Context: an optimization exercise on an open-source flow, tuned for small area and a short achievable clock period. The choices shown serve that exercise and are no tape-out recipe. Function was checked by simulation only, so behaviour that the tests miss may differ from the original. Power is estimated from default activity; no workload was simulated.

===== flow/design.v =====
`default_nettype none
package vecProcPkg;
    typedef logic [8-1:0] laneT;
    typedef logic [4*8-1:0] vecT;
    typedef logic [15:0] instrT;
    typedef logic [$clog2(256)-1:0] pcT;
    typedef logic [3:0] regSelT;
    typedef enum logic [3:0] {
        OP_NOP = 4'd0,
        OP_ADD = 4'd1,
        OP_SUB = 4'd2,
        OP_AND = 4'd3,
        OP_OR  = 4'd4,
        OP_XOR = 4'd5,
        OP_LI  = 4'd6,
        OP_LD  = 4'd7,
        OP_ST  = 4'd8,
        OP_CMP = 4'd9,
        OP_JMP = 4'd10,
        OP_BZ  = 4'd11
    } opcodeT;
    typedef enum logic [2:0] {
        ALU_ADD  = 3'd0,
        ALU_SUB  = 3'd1,
        ALU_AND  = 3'd2,
        ALU_OR   = 3'd3,
        ALU_XOR  = 3'd4,
        ALU_PASS = 3'd5
    } aluOpT;
    typedef enum logic [1:0] {
        WB_ALU = 2'd0,
        WB_IMM = 2'd1,
        WB_MEM = 2'd2
    } wbSrcT;
    typedef struct packed {
        logic   memWrite;
        wbSrcT  wbSrc;
        regSelT rd;
        laneT   imm;
        logic   regWrite;
        logic   isBranch;
        logic   isJump;
        logic   setFlags;
        aluOpT  aluOp;
    } ctrlT;
    typedef struct packed {
        logic valid;
        ctrlT ctrl;
        vecT  op1;
        vecT  op2;
    } decExT;
    typedef struct packed {
        logic valid;
        ctrlT ctrl;
        logic pcWrite;
        vecT  result;
    } exWbT;
    typedef struct packed {
        regSelT rd;
        vecT    data;
    } retireT;
endpackage
`default_nettype wire
`timescale 1ns/1ps
`default_nettype none
module fetchStage (
    input  logic  clk,
    input  logic  arstN,
    input  logic  run,
    input  logic  imemWe,
    input  vecProcPkg::pcT    imemAddr,
    input  vecProcPkg::instrT imemData,
    input  logic  pcWrite,
    input  vecProcPkg::pcT    pcTarget,
    output vecProcPkg::instrT instr
);
    vecProcPkg::instrT imem [256];
    vecProcPkg::pcT pc;
    always_ff @(posedge clk) begin
        if (imemWe) begin
            imem[imemAddr] <= imemData;
        end
    end
    always_ff @(posedge clk or negedge arstN) begin
        if (!arstN) begin
            pc <= '0;
        end else if (run) begin
            if (pcWrite) begin
                pc <= pcTarget;
            end else begin
                pc <= pc + vecProcPkg::pcT'(1);
            end
        end
    end
    assign instr = imem[pc];
endmodule
`default_nettype wire
`timescale 1ns/1ps
`default_nettype none
module decoderStage (
    input  vecProcPkg::instrT  instr,
    output vecProcPkg::ctrlT   ctrl,
    output vecProcPkg::regSelT rs1,
    output vecProcPkg::regSelT rs2
);
    logic [3:0] opcode;
    assign opcode = instr[15:12];
    assign rs1 = instr[11:8];
    assign rs2 = instr[7:4];
    always_comb begin
        ctrl = '0;
        ctrl.aluOp = vecProcPkg::ALU_PASS;
        ctrl.wbSrc = vecProcPkg::WB_ALU;
        ctrl.imm = instr[7:0];
        ctrl.rd = instr[3:0];
        case (opcode)
            vecProcPkg::OP_ADD: begin
                ctrl.regWrite = 1'b1;
                ctrl.aluOp = vecProcPkg::ALU_ADD;
            end
            vecProcPkg::OP_SUB: begin
                ctrl.regWrite = 1'b1;
                ctrl.aluOp = vecProcPkg::ALU_SUB;
            end
            vecProcPkg::OP_AND: begin
                ctrl.regWrite = 1'b1;
                ctrl.aluOp = vecProcPkg::ALU_AND;
            end
            vecProcPkg::OP_OR: begin
                ctrl.regWrite = 1'b1;
                ctrl.aluOp = vecProcPkg::ALU_OR;
            end
            vecProcPkg::OP_XOR: begin
                ctrl.regWrite = 1'b1;
                ctrl.aluOp = vecProcPkg::ALU_XOR;
            end
            vecProcPkg::OP_LI: begin
                ctrl.regWrite = 1'b1;
                ctrl.wbSrc = vecProcPkg::WB_IMM;
                ctrl.rd = instr[11:8];
            end
            vecProcPkg::OP_LD: begin
                ctrl.regWrite = 1'b1;
                ctrl.wbSrc = vecProcPkg::WB_MEM;
                ctrl.rd = instr[11:8];
            end
            vecProcPkg::OP_ST: ctrl.memWrite = 1'b1;
            vecProcPkg::OP_CMP: begin
                ctrl.setFlags = 1'b1;
                ctrl.aluOp = vecProcPkg::ALU_SUB;
            end
            vecProcPkg::OP_JMP: ctrl.isJump = 1'b1;
            vecProcPkg::OP_BZ: ctrl.isBranch = 1'b1;
            default: ctrl.regWrite = 1'b0;
        endcase
    end
endmodule
`default_nettype wire
`timescale 1ns/1ps
`default_nettype none
module regFile (
    input  logic   clk,
    input  logic   arstN,
    input  vecProcPkg::regSelT rs1,
    input  vecProcPkg::regSelT rs2,
    output vecProcPkg::vecT    op1,
    output vecProcPkg::vecT    op2,
    input  logic   we,
    input  vecProcPkg::regSelT wsel,
    input  vecProcPkg::vecT    wdata
);
    localparam int IdxW = $clog2(4);
    vecProcPkg::laneT sReg [4];
    vecProcPkg::vecT  vReg [4];
    assign op1 = rs1[3] ? vReg[rs1[IdxW-1:0]] : vecProcPkg::vecT'(sReg[rs1[IdxW-1:0]]);
    assign op2 = rs2[3] ? vReg[rs2[IdxW-1:0]] : vecProcPkg::vecT'(sReg[rs2[IdxW-1:0]]);
    always_ff @(posedge clk) begin
        if (we && arstN) begin
            if (wsel[3]) begin
                vReg[wsel[IdxW-1:0]] <= wdata;
            end else begin
                sReg[wsel[IdxW-1:0]] <= wdata[8-1:0];
            end
        end
    end
endmodule
`default_nettype wire
`timescale 1ns/1ps
`default_nettype none
module executeStage (
    input  logic  clk,
    input  logic  arstN,
    input  logic  run,
    input  vecProcPkg::decExT dIn,
    output vecProcPkg::exWbT  eOut
);
    localparam int W = 8;
    vecProcPkg::vecT  aluRes;
    logic zFlag;
    logic takeBranch;
    vecProcPkg::exWbT eNext;
    always_comb begin
        vecProcPkg::laneT a;
        vecProcPkg::laneT b;
        aluRes = '0;
        for (int i = 0; i < 4; i++) begin
            a = dIn.op1[i*W +: W];
            b = dIn.op2[i*W +: W];
            case (dIn.ctrl.aluOp)
                vecProcPkg::ALU_ADD: aluRes[i*W +: W] = a + b;
                vecProcPkg::ALU_SUB: aluRes[i*W +: W] = a - b;
                vecProcPkg::ALU_AND: aluRes[i*W +: W] = a & b;
                vecProcPkg::ALU_OR:  aluRes[i*W +: W] = a | b;
                vecProcPkg::ALU_XOR: aluRes[i*W +: W] = a ^ b;
                default: aluRes[i*W +: W] = a;
            endcase
        end
    end
    assign takeBranch = dIn.valid && (dIn.ctrl.isJump || (dIn.ctrl.isBranch && zFlag));
    always_comb begin
        eNext = '0;
        eNext.valid = dIn.valid;
        eNext.ctrl = dIn.ctrl;
        eNext.ctrl.regWrite = dIn.ctrl.regWrite && dIn.valid;
        eNext.ctrl.memWrite = dIn.ctrl.memWrite && dIn.valid;
        eNext.pcWrite = takeBranch;
        eNext.result = aluRes;
    end
    always_ff @(posedge clk or negedge arstN) begin
        if (!arstN) begin
            zFlag <= 1'b0;
        end else if (run && dIn.valid && dIn.ctrl.setFlags) begin
            zFlag <= (aluRes[W-1:0] == '0);
        end
    end
    always_ff @(posedge clk or negedge arstN) begin
        if (!arstN) begin
            eOut <= '0;
        end else if (run) begin
            eOut <= eNext;
        end
    end
endmodule
`default_nettype wire
`timescale 1ns/1ps
`default_nettype none
module writebackStage (
    input  logic   clk,
    input  logic   arstN,
    input  logic   run,
    input  vecProcPkg::exWbT   wIn,
    output logic   we,
    output vecProcPkg::regSelT wsel,
    output vecProcPkg::vecT    wdata,
    output logic   pcWrite,
    output vecProcPkg::pcT     pcTarget,
    output logic   retireValid,
    output vecProcPkg::retireT retire
);
    localparam int W = 8;
    localparam int AddrW = $clog2(16);
    vecProcPkg::vecT dmem [16];
    logic [AddrW-1:0] dAddr;
    logic commit;
    vecProcPkg::vecT wbVal;
    assign dAddr = wIn.ctrl.imm[AddrW-1:0];
    assign commit = run && wIn.valid;
    always_ff @(posedge clk) begin
        if (arstN && commit && wIn.ctrl.memWrite) begin
            dmem[dAddr] <= wIn.result;
        end
    end
    always_comb begin
        case (wIn.ctrl.wbSrc)
            vecProcPkg::WB_IMM:  wbVal = {4{wIn.ctrl.imm}};
            vecProcPkg::WB_MEM:  wbVal = dmem[dAddr];
            default: wbVal = wIn.result;
        endcase
    end
    assign wdata = wIn.ctrl.rd[3] ? wbVal : vecProcPkg::vecT'(wbVal[W-1:0]);
    assign we = commit && wIn.ctrl.regWrite;
    assign wsel = wIn.ctrl.rd;
    assign pcWrite = commit && wIn.pcWrite;
    assign pcTarget = vecProcPkg::pcT'(wIn.ctrl.imm);
    assign retireValid = we;
    assign retire = {wIn.ctrl.rd, wdata};
endmodule
`default_nettype wire
`timescale 1ns/1ps
`default_nettype none
module vecProcessor (
    input  logic   clk,
    input  logic   arstN,
    input  logic   run,
    input  logic   imemWe,
    input  vecProcPkg::pcT     imemAddr,
    input  vecProcPkg::instrT  imemData,
    output logic   retireValid,
    output vecProcPkg::retireT retire
);
    vecProcPkg::instrT  fInstr;
    vecProcPkg::instrT  fdInstr;
    logic   fdValid;
    vecProcPkg::ctrlT   dCtrl;
    vecProcPkg::regSelT rs1;
    vecProcPkg::regSelT rs2;
    vecProcPkg::vecT    op1;
    vecProcPkg::vecT    op2;
    vecProcPkg::decExT  deReg;
    vecProcPkg::exWbT   exWb;
    logic   we;
    vecProcPkg::regSelT wsel;
    vecProcPkg::vecT    wdata;
    logic   pcWrite;
    vecProcPkg::pcT     pcTarget;
    fetchStage fetchInst (
        .clk      (clk),
        .arstN    (arstN),
        .run      (run),
        .imemWe   (imemWe),
        .imemAddr (imemAddr),
        .imemData (imemData),
        .pcWrite  (pcWrite),
        .pcTarget (pcTarget),
        .instr    (fInstr)
    );
    always_ff @(posedge clk or negedge arstN) begin
        if (!arstN) begin
            fdInstr <= '0;
            fdValid <= 1'b0;
        end else if (run) begin
            fdInstr <= fInstr;
            fdValid <= 1'b1;
        end
    end
    decoderStage decodeInst (
        .instr (fdInstr),
        .ctrl  (dCtrl),
        .rs1   (rs1),
        .rs2   (rs2)
    );
    regFile regFileInst (
        .clk   (clk),
        .arstN (arstN),
        .rs1   (rs1),
        .rs2   (rs2),
        .op1   (op1),
        .op2   (op2),
        .we    (we),
        .wsel  (wsel),
        .wdata (wdata)
    );
    always_ff @(posedge clk or negedge arstN) begin
        if (!arstN) begin
            deReg <= '0;
        end else if (run) begin
            deReg <= {fdValid, dCtrl, op1, op2};
        end
    end
    executeStage executeInst (
        .clk   (clk),
        .arstN (arstN),
        .run   (run),
        .dIn   (deReg),
        .eOut  (exWb)
    );
    writebackStage writebackInst (
        .clk         (clk),
        .arstN       (arstN),
        .run         (run),
        .wIn         (exWb),
        .we          (we),
        .wsel        (wsel),
        .wdata       (wdata),
        .pcWrite     (pcWrite),
        .pcTarget    (pcTarget),
        .retireValid (retireValid),
        .retire      (retire)
    );
endmodule
`default_nettype wire

===== flow/run.sh =====
#!/bin/bash
# synth_recipe.tcl (not shown) runs the flow's synth.tcl, then flattens the netlist and writes it again
# the make line also repeats each setting of config.mk as NAME=value (left out here)
make -C /OpenROAD-flow-scripts/flow DESIGN_CONFIG=/design/flow/config.mk WORK_HOME=/design/flow/orfs CLKGATE_MAP_FILE= SYNTH_SCRIPT=/design/flow/synth_recipe.tcl finish

===== flow/config.mk =====
export PLATFORM = sky130hd
export DESIGN_NAME = vecProcessor
export DESIGN_NICKNAME = vecProcessor
export VERILOG_FILES = /design/flow/design.v
export SDC_FILE = /design/flow/constraint.sdc
export NUM_CORES = 4
export LEC_CHECK = 0
export CAP_MARGIN = 20
export CORE_MARGIN = 2
export CORE_UTILIZATION = 40
export SLEW_MARGIN = 20

===== flow/constraint.sdc =====
create_clock -name core_clock -period 4.7 [get_ports {clk}]
set_input_delay 0.9400 -clock core_clock [delete_from_list [all_inputs] [get_ports {clk}]]
set_output_delay 0.9400 -clock core_clock [all_outputs]
set_load 0.01 [all_outputs]

==> flow_metrics.tcl <==
set metrics [dict create \
    status "finished clean" \
    critPathMaxFanout 7 \
    cp.required_ns 3.76 \
    cellLeakagePower_nw 70.4 \
    placement_rows 254 \
    cp_num_buf_inv 4 \
    synth_area_leader_cell "edfxtp_1" \
    relSlewSlack 0.182 \
    path_class "register to output port" \
    fp.dieH_microns 698 \
    yosysSeqAreaShare 0.764 \
    die_area_sq_um 488000 \
    cp-start-kind "register" \
    routed_wirelength_mm 520 \
    p_per_area_nw_per_um2 563 \
    cts_made_buffers 470 \
    grt_pass1_wl_mm 733 \
    fin_util 0.460 \
    holdWs_ns 0.339 \
    grt_max_degree 137 \
    fmax_mhz 217 \
    ys.warnings.count 6 \
    tns_ns 0 \
    cp-end-kind "output port" \
    path_delay_family "multiplexers" \
    clkTransAtPathRegs_ns 0.07 \
    gr-total-overflow 0 \
    yosysUniqueCellTypes 66 \
    cts_max_level 5 \
    antenna_found_initial 28 \
    dr.pass1.iters 7 \
    hpwl_mm 318 \
    drv_cap 0 \
    areaGrowthSynthToFinish_pct 14.4 \
    wire_per_inst_microns 31.1 \
    netlist_area_sq_um 193000 \
    clk_latency_ns 1.03 \
    portBuffers 64 \
    period_share 0.979 \
    ir_worst_vdd_mv 0.446 \
    drt_iter0_drc 13300 \
    setup_violations 0 \
    min_path_type "input pin to async pin" \
    vias 97900 \
    drv_slew 0 \
    synth-async-reset-ratio 0.0331 \
    crit_path_max_incr_delay_ns 0.55 \
    initial_core_util 0.402 \
    gp_congestion 0.866 \
    synth_edf_count 4768 \
    detail-route-antenna-nets 0 \
    ys_ff_latch 4931 \
    period_minus_slack_ns 4.60 \
    cts_tree "yes" \
    synth_top_area_frac 0.743 \
    ctsRootBufferMaster "clkbuf_16" \
    syn_area_per_cell_sq_um 20.9 \
    drive_gt1_frac 0.265 \
    fin_skew_ns 0.0765 \
    nNetsFinal 10000 \
    drc 0 \
    grt.total_usage 0.208 \
    io-pin-count 65 \
    synthTopCellsByArea "edfxtp_1 74%, mux4_2 13%, dfrtp_1 2.1%, mux2i_1 1.5%, o22ai_1 0.87%" \
    grt_pass1_vias 96800 \
    synth_nets 9338 \
    crit_chain "buf_12 > buf_4 > buf_4 > mux4_2 > mux4_2 > nand2_1 > a21oi_1 > clkdlybuf4s15_1" \
    core_area_sq_um 479000 \
    via_per_inst 5.87 \
    yosys-top-cells-count "4768 x edfxtp_1, 1153 x mux4_2, 443 x nor2_1" \
    netlist_instances 9207 \
    slowest_stage "mux4_2" \
    yosys_most_used_dff "edfxtp_1" \
    synth_most_common_cell "edfxtp_1" \
    grt_setup_unrepaired "yes" \
    cp.arrival_ns 3.66 \
    cts_buffer_depth 4 \
    hold_violations 0 \
    tightest_slew_ns 1.23 \
    die_w_microns 698 \
    clock-sinks 4931 \
]
-- placed cells by master, fill, tap and decap left out, drive strengths merged, types with 16 or more instances in the layout --
master	n
a211oi	83
a21oi	129
a22o	32
a22oi	72
a31oi	30
buf	701
bufinv	36
clkbuf	587
clkdlybuf4s50	16
clkinv	221
dfrtp	163
dlygate4sd2	19
edfxtp	4768
ha	99
inv	117
mux2	110
mux2i	292
mux4	1153
nand2	196
nand3	88
nand4	17
nor2	443
nor2b	33
nor3	66
nor4	35
o21ai	174
o221ai	96
o22ai	268
or4	16
xnor2	44
-- worst paths after layout --
check                                                  from                          endpoint  slack [ns]  cells past startpoint
max                        executeInst.eOut[40]$_DFFE_PN0P_                        retire[14]         0.1                      8
min                                                   arstN  executeInst.eOut[20]$_DFFE_PN0P_        0.34                      2
max reg2reg                     fetchInst.pc[0]$_DFFE_PN0P_           fdInstr[15]$_DFFE_PN0P_        0.47                      9
min reg2reg                             fdValid$_DFFE_PN0P_               fdValid$_DFFE_PN0P_        0.46                      1
max in group asynchronous                             arstN            fdInstr[4]$_DFFE_PN0P_        2.13                      4
min in group core_clock                         imemData[4]   fetchInst.imem[28][4]$_DFFE_PP_        0.38                      1
-- kinds of logic after synthesis --
family / count (synthesis) / synth area share
flip-flops: 4931 / 0.764
multiplexers: 1555 / 0.156
AO/OA/AOI/OAI: 977 / 0.0334
AND/OR/NAND/NOR: 936 / 0.0214
buffers and inverters: 656 / 0.0162
adder cells (fa/ha/maj): 103 / 0.00684
XOR/XNOR: 49 / 0.00223
-- area by class of cell --
| class | count | area, sq um |
|---|---|---|
| Fill cell | 39700 | 259000 |
| Sequential cell | 4931 | 147000 |
| Multi-Input combinational cell | 3620 | 42700 |
| Clock buffer | 581 | 12400 |
| Tap cell | 6400 | 8010 |
| Timing Repair Buffer | 752 | 7080 |
| Clock inverter | 276 | 2590 |
| Inverter | 112 | 420 |
| Antenna cell | 13 | 32.5 |
-- routing by layer --
metal  routed length [microns]  global-route usage  share of wire
met5                        74                   0        0.00014
met4                     12900              0.0503          0.025
met3                     48400              0.0404          0.093
met2                    244000               0.327           0.47
met1                    215000               0.301           0.41
-- power by group --
part / switching [mW] / internal, mW / total [mW]
clock network: 16.4 / 20.7 / 37.1
registers: 2.14 / 49.9 / 52.1
logic: 20.4 / 14.5 / 34.9
total: 39.0 / 85.1 / 124
-- flip-flops by register name (all words and copies together), names as in the netlist --
register / cells
fetchInst.pc: 8
executeInst.zFlag: 1
writebackInst.dmem: 512
fetchInst.imem: 4096
regFileInst.sReg: 32
executeInst.eOut: 50
fdInstr: 16
fdValid: 1
deReg: 87
regFileInst.vReg: 128
-- stage by stage --
step | total power [mW] | instance area (sq um) | worst slack, ns | cells
2_1_floorplan | 73.4 | 193000 | 0.0691 | 9207
6_report | 124 | 221000 | 0.0987 | 16700
3_3_place_gp | 87.1 | 205000 | 0.275 | 15800
4_1_cts | 125 | 220000 | -0.0376 | 16700
3_5_place_dp | 87.6 | 205000 | 0.360 | 15800
5_1_grt | 128 | 221000 | -0.00280 | 16700
-- what timing repair did --
| action | 4_1_cts | 5_1_grt |
|---|---|---|
| setup endpoints to repair | 32 | 4 |
| gates resized for setup | 55 | 9 |
| buffers inserted | 15 | 0 |
| hold endpoints to repair | 1 | 0 |
| cloned | 2 | 0 |
| hold buffers | 1 | 0 |

==> afterwards: timing with drivers on the ports <==
In the flow no input, the clock included, has a driving cell. The finished layout below was timed again as built, in two steps.
Step 1 sets driving cells, clkbuf_16 on the clock port and buf_2 on the other inputs (assumed; they add their load-dependent delay and slew).
Step 2 moves the port delays by t, midway between the first and last clock arrival at a register: inputs arrive t later, outputs are due t later. That takes back most of the time a late clock gives input paths.
Three values: ideal ports, drivers, drivers and shift; two values: the first two.
t, ns: 1.124
setup slack, ns: 0.099 / -0.017 / 0.128
clock arrival spread, ns: 0.102 / 0.102
After both steps this run still meets setup and hold. For this run, drivers alone change the setup slack by -0.116 ns; drivers and shift together by +0.029 ns.
